Context: an optimization exercise on an open-source flow, tuned for small area. The choices shown serve that exercise and are no tape-out recipe. Only simulation tests tie the RTL to the original design; equivalence was not proved.

==> job 3342: inputs <==
## fp_mul_pipeline
module fp_mul_pipeline (
  input  logic        clk,
  input  logic        rst_n,
  input  logic        valid_data_in,
  input  logic [31:0] in1,
  input  logic [31:0] in2,
  input  logic [2:0]  rounding_mode,
  output logic [31:0] out,
  output logic        overflow,
  output logic        underflow,
  output logic        inexact,
  output logic        invalid_operation,
  output logic        valid_data_out
);
  wire [7:0]  e1 = in1[30:23];
  wire [7:0]  e2 = in2[30:23];
  wire [22:0] f1 = in1[22:0];
  wire [22:0] f2 = in2[22:0];
  wire z1 = ~|e1, z2 = ~|e2;
  wire x1 = &e1,  x2 = &e2;
  wire fz1 = ~|f1, fz2 = ~|f2;
  wire inf1 = x1 & fz1, inf2 = x2 & fz2;
  wire nan1 = x1 & ~fz1, nan2 = x2 & ~fz2;
  wire qn1 = x1 & f1[22], qn2 = x2 & f2[22];
  wire sn1 = nan1 & ~f1[22], sn2 = nan2 & ~f2[22];
  wire sel1 = qn1 | (~qn2 & sn1);           
  wire sel2 = nan2 & ~sel1;                 
  wire c5   = ~(nan1 | nan2) & ((inf1 & z2) | (z1 & inf2));
  wire isnan = nan1 | nan2 | c5;
  wire isinf = ~isnan & (inf1 | inf2);
  wire inv   = sn1 | sn2 | c5;
  wire psign = in1[31] ^ in2[31];
  wire sign_a = sel1 ? in1[31] : sel2 ? in2[31] : (psign & ~c5);
  logic [1:0] rt_a;
  always_comb begin
    case (rounding_mode)
      3'd1:    rt_a = 2'd1;
      3'd2:    rt_a = psign ? 2'd2 : 2'd1;
      3'd3:    rt_a = psign ? 2'd1 : 2'd2;
      3'd4:    rt_a = 2'd3;
      default: rt_a = 2'd0;
    endcase
  end
  wire [8:0] sx;
  wire [8:0] sc;
  xnor_cell u_ex0x (.a(e1[0]), .b(e2[0]), .y(sx[0]));
  or_cell   u_ex0o (.a(e1[0]), .b(e2[0]), .y(sc[1]));
  genvar ei;
  for (ei = 1; ei < 8; ei = ei + 1) begin : g_ex
    fa_cell u_fa (.a(e1[ei]), .b(e2[ei]), .c(sc[ei]), .s(sx[ei]), .co(sc[ei + 1]));
  end
  assign sx[8] = sc[8];
  wire       opsp = z1 | z2 | x1 | x2;
  wire       ufs  = ~opsp & ~sx[8] & ~sx[7];
  wire       ofs  = ~opsp & sx[8] & (sx[7] | (&sx[6:0]));
  wire       spec = opsp | ufs | ofs;
  wire [7:0] ex   = {~sx[7], sx[6:0]};
  wire [7:0] es_a = spec ? {3'd0, ofs, ufs, inv & opsp, isinf & opsp, isnan & opsp} : ex;
  logic        v1;
  logic [22:0] m1r, m2n;
  logic [7:0]  es1;
  logic        sg1, sp1, nk1;
  logic [1:0]  rt1;
  always_ff @(posedge clk or negedge rst_n) begin
    if (!rst_n) v1 <= 1'b0;
    else        v1 <= valid_data_in;
  end
  always_ff @(posedge clk) begin
  ...
clock: 8.0 ns
lec_check: 0
cap_margin: 5
core_margin: 2
core_utilization: 60
cts_buf_list: sky130_fd_sc_hd__clkbuf_8
gpl_timing_driven: 0
place_density: 0.72
slew_margin: 5
synth_hierarchical: 1
synth_minimum_keep_size: 0
standard.sh (not shown) runs the stock make flow with config.mk's settings and CLKGATE_MAP_FILE= SYNTH_SCRIPT=/design/flow/synth_recipe.tcl, a recipe that flattens the netlist after the stock synthesis.
==> flow/flow/run.sh <==
#!/bin/bash
# Standard layout, with plain buf_1 cells as the port buffers and a clock tree of fewer,
# larger sink clusters without dummy loads.
export BUFFER_PORTS_ARGS="-buffer_cell sky130_fd_sc_hd__buf_1"
export CTS_ARGS="-sink_clustering_enable -repair_clock_nets -buf_list sky130_fd_sc_hd__clkbuf_8 -dont_use_dummy_load -sink_clustering_size 24 -sink_clustering_max_diameter 120"
bash standard.sh > standard.log 2>&1
==> job 911: changes against job 3342 <==
--- a/flow/design.v
+++ b/flow/design.v
@@ -39,40 +39,31 @@
       3'd2:    rt_a = psign ? 2'd2 : 2'd1;
       3'd3:    rt_a = psign ? 2'd1 : 2'd2;
       3'd4:    rt_a = 2'd3;
       default: rt_a = 2'd0;
     endcase
   end
-  wire [8:0] sx;
-  wire [8:0] sc;
-  xnor_cell u_ex0x (.a(e1[0]), .b(e2[0]), .y(sx[0]));
-  or_cell   u_ex0o (.a(e1[0]), .b(e2[0]), .y(sc[1]));
-  genvar ei;
-  for (ei = 1; ei < 8; ei = ei + 1) begin : g_ex
-    fa_cell u_fa (.a(e1[ei]), .b(e2[ei]), .c(sc[ei]), .s(sx[ei]), .co(sc[ei + 1]));
-  end
-  assign sx[8] = sc[8];
+  wire [9:0] ex   = {2'b0, e1} + {2'b0, e2} - 10'd127;
   wire       opsp = z1 | z2 | x1 | x2;
-  wire       ufs  = ~opsp & ~sx[8] & ~sx[7];
-  wire       ofs  = ~opsp & sx[8] & (sx[7] | (&sx[6:0]));
+  wire       ufs  = ~opsp & ex[9];
+  wire       ofs  = ~opsp & ~ex[9] & (ex[8] | &ex[7:0]);
   wire       spec = opsp | ufs | ofs;
-  wire [7:0] ex   = {~sx[7], sx[6:0]};
-  wire [7:0] es_a = spec ? {3'd0, ofs, ufs, inv & opsp, isinf & opsp, isnan & opsp} : ex;
+  wire [7:0] es_a = spec ? {3'd0, ofs, ufs, inv & opsp, isinf & opsp, isnan & opsp} : ex[7:0];
   logic        v1;
-  logic [22:0] m1r, m2n;
+  logic [22:0] m1r, m2r;
   logic [7:0]  es1;
   logic        sg1, sp1, nk1;
   logic [1:0]  rt1;
   always_ff @(posedge clk or negedge rst_n) begin
     if (!rst_n) v1 <= 1'b0;
     else        v1 <= valid_data_in;
   end
   always_ff @(posedge clk) begin
     m1r <= f1;
     nk1 <= ~(sel2 | c5);
-    m2n <= ~(f2 & {23{~(sel1 | c5)}});
+    m2r <= f2 & {23{~(sel1 | c5)}};
     es1 <= es_a;
     sg1 <= sign_a;
     sp1 <= spec;
     rt1 <= rt_a;
   end
   wire [47:0] prod;
@@ -97,114 +88,114 @@
   assign na18 = ~(m1r[17] & nk1);
   assign na19 = ~(m1r[18] & nk1);
   assign na20 = ~(m1r[19] & nk1);
   assign na21 = ~(m1r[20] & nk1);
   assign na22 = ~(m1r[21] & nk1);
   assign na23 = ~(m1r[22] & nk1);
-  assign bn26 = (~m2n[1]);
-  assign bo24 = (~m2n[0]) ^ 1'b0;
-  assign bt25 = ((~m2n[1]) & ~(~m2n[0]) & ~1'b0) | (~(~m2n[1]) & (~m2n[0]) & 1'b0);
+  assign bn26 = m2r[1];
+  assign bo24 = m2r[0] ^ 1'b0;
+  assign bt25 = (m2r[1] & ~m2r[0] & ~1'b0) | (~m2r[1] & m2r[0] & 1'b0);
   assign bon27 = ~bo24;
   assign btn28 = ~bt25;
   assign pp29 = ~(((bo24 & ~na1) | (bt25 & 1'b0)) ^ bn26);
   assign pp118 = ~(((bo24 & 1'b1) | (bt25 & ~na23)) ^ bn26);
   assign pp119 = ~(((bo24 & 1'b0) | (bt25 & 1'b1)) ^ bn26);
   assign nb120 = ~bn26;
-  assign bn123 = (~m2n[3]);
-  assign bo121 = (~m2n[2]) ^ (~m2n[1]);
-  assign bt122 = ((~m2n[3]) & ~(~m2n[2]) & ~(~m2n[1])) | (~(~m2n[3]) & (~m2n[2]) & (~m2n[1]));
+  assign bn123 = m2r[3];
+  assign bo121 = m2r[2] ^ m2r[1];
+  assign bt122 = (m2r[3] & ~m2r[2] & ~m2r[1]) | (~m2r[3] & m2r[2] & m2r[1]);
   assign bon124 = ~bo121;
   assign btn125 = ~bt122;
   assign pp126 = ~(((bo121 & ~na1) | (bt122 & 1'b0)) ^ bn123);
   assign pp215 = ~(((bo121 & 1'b1) | (bt122 & ~na23)) ^ bn123);
   assign pp216 = ~(((bo121 & 1'b0) | (bt122 & 1'b1)) ^ bn123);
   assign nb217 = ~bn123;
-  assign bn220 = (~m2n[5]);
-  assign bo218 = (~m2n[4]) ^ (~m2n[3]);
-  assign bt219 = ((~m2n[5]) & ~(~m2n[4]) & ~(~m2n[3])) | (~(~m2n[5]) & (~m2n[4]) & (~m2n[3]));
+  assign bn220 = m2r[5];
+  assign bo218 = m2r[4] ^ m2r[3];
+  assign bt219 = (m2r[5] & ~m2r[4] & ~m2r[3]) | (~m2r[5] & m2r[4] & m2r[3]);
   assign bon221 = ~bo218;
   assign btn222 = ~bt219;
   assign pp223 = ~(((bo218 & ~na1) | (bt219 & 1'b0)) ^ bn220);
   assign pp312 = ~(((bo218 & 1'b1) | (bt219 & ~na23)) ^ bn220);
   assign pp313 = ~(((bo218 & 1'b0) | (bt219 & 1'b1)) ^ bn220);
   assign nb314 = ~bn220;
-  assign bn317 = (~m2n[7]);
-  assign bo315 = (~m2n[6]) ^ (~m2n[5]);
-  assign bt316 = ((~m2n[7]) & ~(~m2n[6]) & ~(~m2n[5])) | (~(~m2n[7]) & (~m2n[6]) & (~m2n[5]));
+  assign bn317 = m2r[7];
+  assign bo315 = m2r[6] ^ m2r[5];
+  assign bt316 = (m2r[7] & ~m2r[6] & ~m2r[5]) | (~m2r[7] & m2r[6] & m2r[5]);
   assign bon318 = ~bo315;
   assign btn319 = ~bt316;
   assign pp320 = ~(((bo315 & ~na1) | (bt316 & 1'b0)) ^ bn317);
   assign pp409 = ~(((bo315 & 1'b1) | (bt316 & ~na23)) ^ bn317);
   assign pp410 = ~(((bo315 & 1'b0) | (bt316 & 1'b1)) ^ bn317);
   assign nb411 = ~bn317;
-  assign bn414 = (~m2n[9]);
-  assign bo412 = (~m2n[8]) ^ (~m2n[7]);
-  assign bt413 = ((~m2n[9]) & ~(~m2n[8]) & ~(~m2n[7])) | (~(~m2n[9]) & (~m2n[8]) & (~m2n[7]));
+  assign bn414 = m2r[9];
+  assign bo412 = m2r[8] ^ m2r[7];
+  assign bt413 = (m2r[9] & ~m2r[8] & ~m2r[7]) | (~m2r[9] & m2r[8] & m2r[7]);
   assign bon415 = ~bo412;
   assign btn416 = ~bt413;
   assign pp417 = ~(((bo412 & ~na1) | (bt413 & 1'b0)) ^ bn414);
   assign pp506 = ~(((bo412 & 1'b1) | (bt413 & ~na23)) ^ bn414);
   assign pp507 = ~(((bo412 & 1'b0) | (bt413 & 1'b1)) ^ bn414);
   assign nb508 = ~bn414;
-  assign bn511 = (~m2n[11]);
-  assign bo509 = (~m2n[10]) ^ (~m2n[9]);
-  assign bt510 = ((~m2n[11]) & ~(~m2n[10]) & ~(~m2n[9])) | (~(~m2n[11]) & (~m2n[10]) & (~m2n[9]));
+  assign bn511 = m2r[11];
+  assign bo509 = m2r[10] ^ m2r[9];
+  assign bt510 = (m2r[11] & ~m2r[10] & ~m2r[9]) | (~m2r[11] & m2r[10] & m2r[9]);
   assign bon512 = ~bo509;
   assign btn513 = ~bt510;
   assign pp514 = ~(((bo509 & ~na1) | (bt510 & 1'b0)) ^ bn511);
   assign pp603 = ~(((bo509 & 1'b1) | (bt510 & ~na23)) ^ bn511);
   assign pp604 = ~(((bo509 & 1'b0) | (bt510 & 1'b1)) ^ bn511);
   assign nb605 = ~bn511;
-  assign bn608 = (~m2n[13]);
-  assign bo606 = (~m2n[12]) ^ (~m2n[11]);
-  assign bt607 = ((~m2n[13]) & ~(~m2n[12]) & ~(~m2n[11])) | (~(~m2n[13]) & (~m2n[12]) & (~m2n[11]));
+  assign bn608 = m2r[13];
+  assign bo606 = m2r[12] ^ m2r[11];
+  assign bt607 = (m2r[13] & ~m2r[12] & ~m2r[11]) | (~m2r[13] & m2r[12] & m2r[11]);
   assign bon609 = ~bo606;
   assign btn610 = ~bt607;
   assign pp611 = ~(((bo606 & ~na1) | (bt607 & 1'b0)) ^ bn608);
   assign pp700 = ~(((bo606 & 1'b1) | (bt607 & ~na23)) ^ bn608);
   assign pp701 = ~(((bo606 & 1'b0) | (bt607 & 1'b1)) ^ bn608);
   assign nb702 = ~bn608;
-  assign bn705 = (~m2n[15]);
-  assign bo703 = (~m2n[14]) ^ (~m2n[13]);
-  assign bt704 = ((~m2n[15]) & ~(~m2n[14]) & ~(~m2n[13])) | (~(~m2n[15]) & (~m2n[14]) & (~m2n[13]));
+  assign bn705 = m2r[15];
+  assign bo703 = m2r[14] ^ m2r[13];
+  assign bt704 = (m2r[15] & ~m2r[14] & ~m2r[13]) | (~m2r[15] & m2r[14] & m2r[13]);
   assign bon706 = ~bo703;
   assign btn707 = ~bt704;
   assign pp708 = ~(((bo703 & ~na1) | (bt704 & 1'b0)) ^ bn705);
   assign pp797 = ~(((bo703 & 1'b1) | (bt704 & ~na23)) ^ bn705);
   assign pp798 = ~(((bo703 & 1'b0) | (bt704 & 1'b1)) ^ bn705);
   assign nb799 = ~bn705;
-  assign bn802 = (~m2n[17]);
-  assign bo800 = (~m2n[16]) ^ (~m2n[15]);
-  assign bt801 = ((~m2n[17]) & ~(~m2n[16]) & ~(~m2n[15])) | (~(~m2n[17]) & (~m2n[16]) & (~m2n[15]));
+  assign bn802 = m2r[17];
+  assign bo800 = m2r[16] ^ m2r[15];
+  assign bt801 = (m2r[17] & ~m2r[16] & ~m2r[15]) | (~m2r[17] & m2r[16] & m2r[15]);
   assign bon803 = ~bo800;
   assign btn804 = ~bt801;
   assign pp805 = ~(((bo800 & ~na1) | (bt801 & 1'b0)) ^ bn802);
   assign pp894 = ~(((bo800 & 1'b1) | (bt801 & ~na23)) ^ bn802);
   assign pp895 = ~(((bo800 & 1'b0) | (bt801 & 1'b1)) ^ bn802);
   assign nb896 = ~bn802;
-  assign bn899 = (~m2n[19]);
-  assign bo897 = (~m2n[18]) ^ (~m2n[17]);
-  assign bt898 = ((~m2n[19]) & ~(~m2n[18]) & ~(~m2n[17])) | (~(~m2n[19]) & (~m2n[18]) & (~m2n[17]));
+  assign bn899 = m2r[19];
+  assign bo897 = m2r[18] ^ m2r[17];
+  assign bt898 = (m2r[19] & ~m2r[18] & ~m2r[17]) | (~m2r[19] & m2r[18] & m2r[17]);
   assign bon900 = ~bo897;
   assign btn901 = ~bt898;
   assign pp902 = ~(((bo897 & ~na1) | (bt898 & 1'b0)) ^ bn899);
   assign pp991 = ~(((bo897 & 1'b1) | (bt898 & ~na23)) ^ bn899);
   assign pp992 = ~(((bo897 & 1'b0) | (bt898 & 1'b1)) ^ bn899);
   assign nb993 = ~bn899;
-  assign bn996 = (~m2n[21]);
-  assign bo994 = (~m2n[20]) ^ (~m2n[19]);
-  assign bt995 = ((~m2n[21]) & ~(~m2n[20]) & ~(~m2n[19])) | (~(~m2n[21]) & (~m2n[20]) & (~m2n[19]));
+  assign bn996 = m2r[21];
+  assign bo994 = m2r[20] ^ m2r[19];
+  assign bt995 = (m2r[21] & ~m2r[20] & ~m2r[19]) | (~m2r[21] & m2r[20] & m2r[19]);
   assign bon997 = ~bo994;
   assign btn998 = ~bt995;
   assign pp999 = ~(((bo994 & ~na1) | (bt995 & 1'b0)) ^ bn996);
   assign pp1088 = ~(((bo994 & 1'b1) | (bt995 & ~na23)) ^ bn996);
   assign pp1089 = ~(((bo994 & 1'b0) | (bt995 & 1'b1)) ^ bn996);
   assign nb1090 = ~bn996;
   assign bn1093 = 1'b1;
-  assign bo1091 = (~m2n[22]) ^ (~m2n[21]);
-  assign bt1092 = (1'b1 & ~(~m2n[22]) & ~(~m2n[21])) | (~1'b1 & (~m2n[22]) & (~m2n[21]));
+  assign bo1091 = m2r[22] ^ m2r[21];
+  assign bt1092 = (1'b1 & ~m2r[22] & ~m2r[21]) | (~1'b1 & m2r[22] & m2r[21]);
   assign bon1094 = ~bo1091;
   assign btn1095 = ~bt1092;
   assign pp1096 = ~(((bo1091 & ~na1) | (bt1092 & 1'b0)) ^ bn1093);
   assign pp1141 = ~(((bo1091 & 1'b1) | (bt1092 & ~na23)) ^ bn1093);
   assign pp1142 = ~(((bo1091 & 1'b0) | (bt1092 & 1'b1)) ^ bn1093);
   assign g2072 = pp29 & nb120;
==> flow/flow/run.sh (replaced) <==
#!/bin/bash
# Standard layout, with plain buf_1 cells as the port buffers and no dummy clock loads.
export BUFFER_PORTS_ARGS="-buffer_cell sky130_fd_sc_hd__buf_1"
export CTS_ARGS="-sink_clustering_enable -repair_clock_nets -buf_list sky130_fd_sc_hd__clkbuf_8 -dont_use_dummy_load"
bash standard.sh > standard.log 2>&1
- GPL_TIMING_DRIVEN: 0 -> default
==> flow_summary.toml <==
[status]
status = "complete, no violations"

[global_route]
grt_pass1_wl_mm = 81.83

[routing]
drt_iter0_markers = 1962
vias = 14610

[timing]
worstMarginPinSlew_ns = 1.260

[final_layout]
seqCellArea_mm2 = 0.002948
fillers = 2310
drive_gt1_share_pct = 7.255

[die]
core_area_mm2 = 0.02863

[worst_setup_path]
r2r_cells = 20

[yosys]
synthTopCellsByCount = "326 x xnor2_1, 277 x fa_1, 268 x o22ai_1"
yosysSeqAreaShare_pct = 16.85
-- figures above: job 911

==> flow_summary.toml <==
[routing]
drt_iter0_markers = 1655

[yosys]
synthTopCellsByCount = "321 x xnor2_1, 283 x fa_1, 266 x o22ai_1"
yosysSeqAreaShare_pct = 17.16
yosysMostFrequentCell = "xnor2_1"

[min_path]
holdPathStages = 0

[die]
core_area_mm2 = 0.02793

[global_route]
grt_pass1_wl_mm = 79.72

[timing]
worstMarginPinSlew_ns = 1.393

[worst_setup_path]
crit_chain = "clkbuf_1 > inv_2 > nor3_1 > a21oi_2 > buf_8 > o22ai_1 > xnor2_1 > fa_1 > fa_1 > fa_1 > fa_1 > fa_1 > ha_1 > nand4_1 > inv_1 > a221oi_2 > o21a_1 > a21oi_1 > o211ai_1 > nand2b_1 > fa_1 > xor2_1"

[status]
status = "complete, no violations"

[final_layout]
drive_gt1_share_pct = 5.644
-- figures above: job 3342

==> static timing again, ports no longer ideal <==
The results above use ideal ports. As a check the final layouts listed here were re-extracted and re-timed, cells and wires unchanged. Step 1 (the two cells are an assumption about what drives the block):
set clk [get_ports {clk}]
set_driving_cell -lib_cell sky130_fd_sc_hd__clkbuf_16 $clk
set_driving_cell -lib_cell sky130_fd_sc_hd__buf_2 [delete_from_list [all_inputs] $clk]
Step 2 also shifts input and output timing later by t, the mid clock arrival at the registers, as if the neighbouring blocks saw the same clock. Slacks: ideal / step 1 / step 2; pairs: ideal / step 1.
| run | t (ns) | setup WS [ns] | worst setup path at the end | pins driven straight from the clock port |
|---|---|---|---|---|
| job 3342 | 0.457 | 0.294 / 0.294 / 0.294 | register to register | 1 |
| job 911 | 0.476 | 0.466 / 0.466 / 0.466 | register to register | 1 |
After both steps every run listed still meets setup and hold.
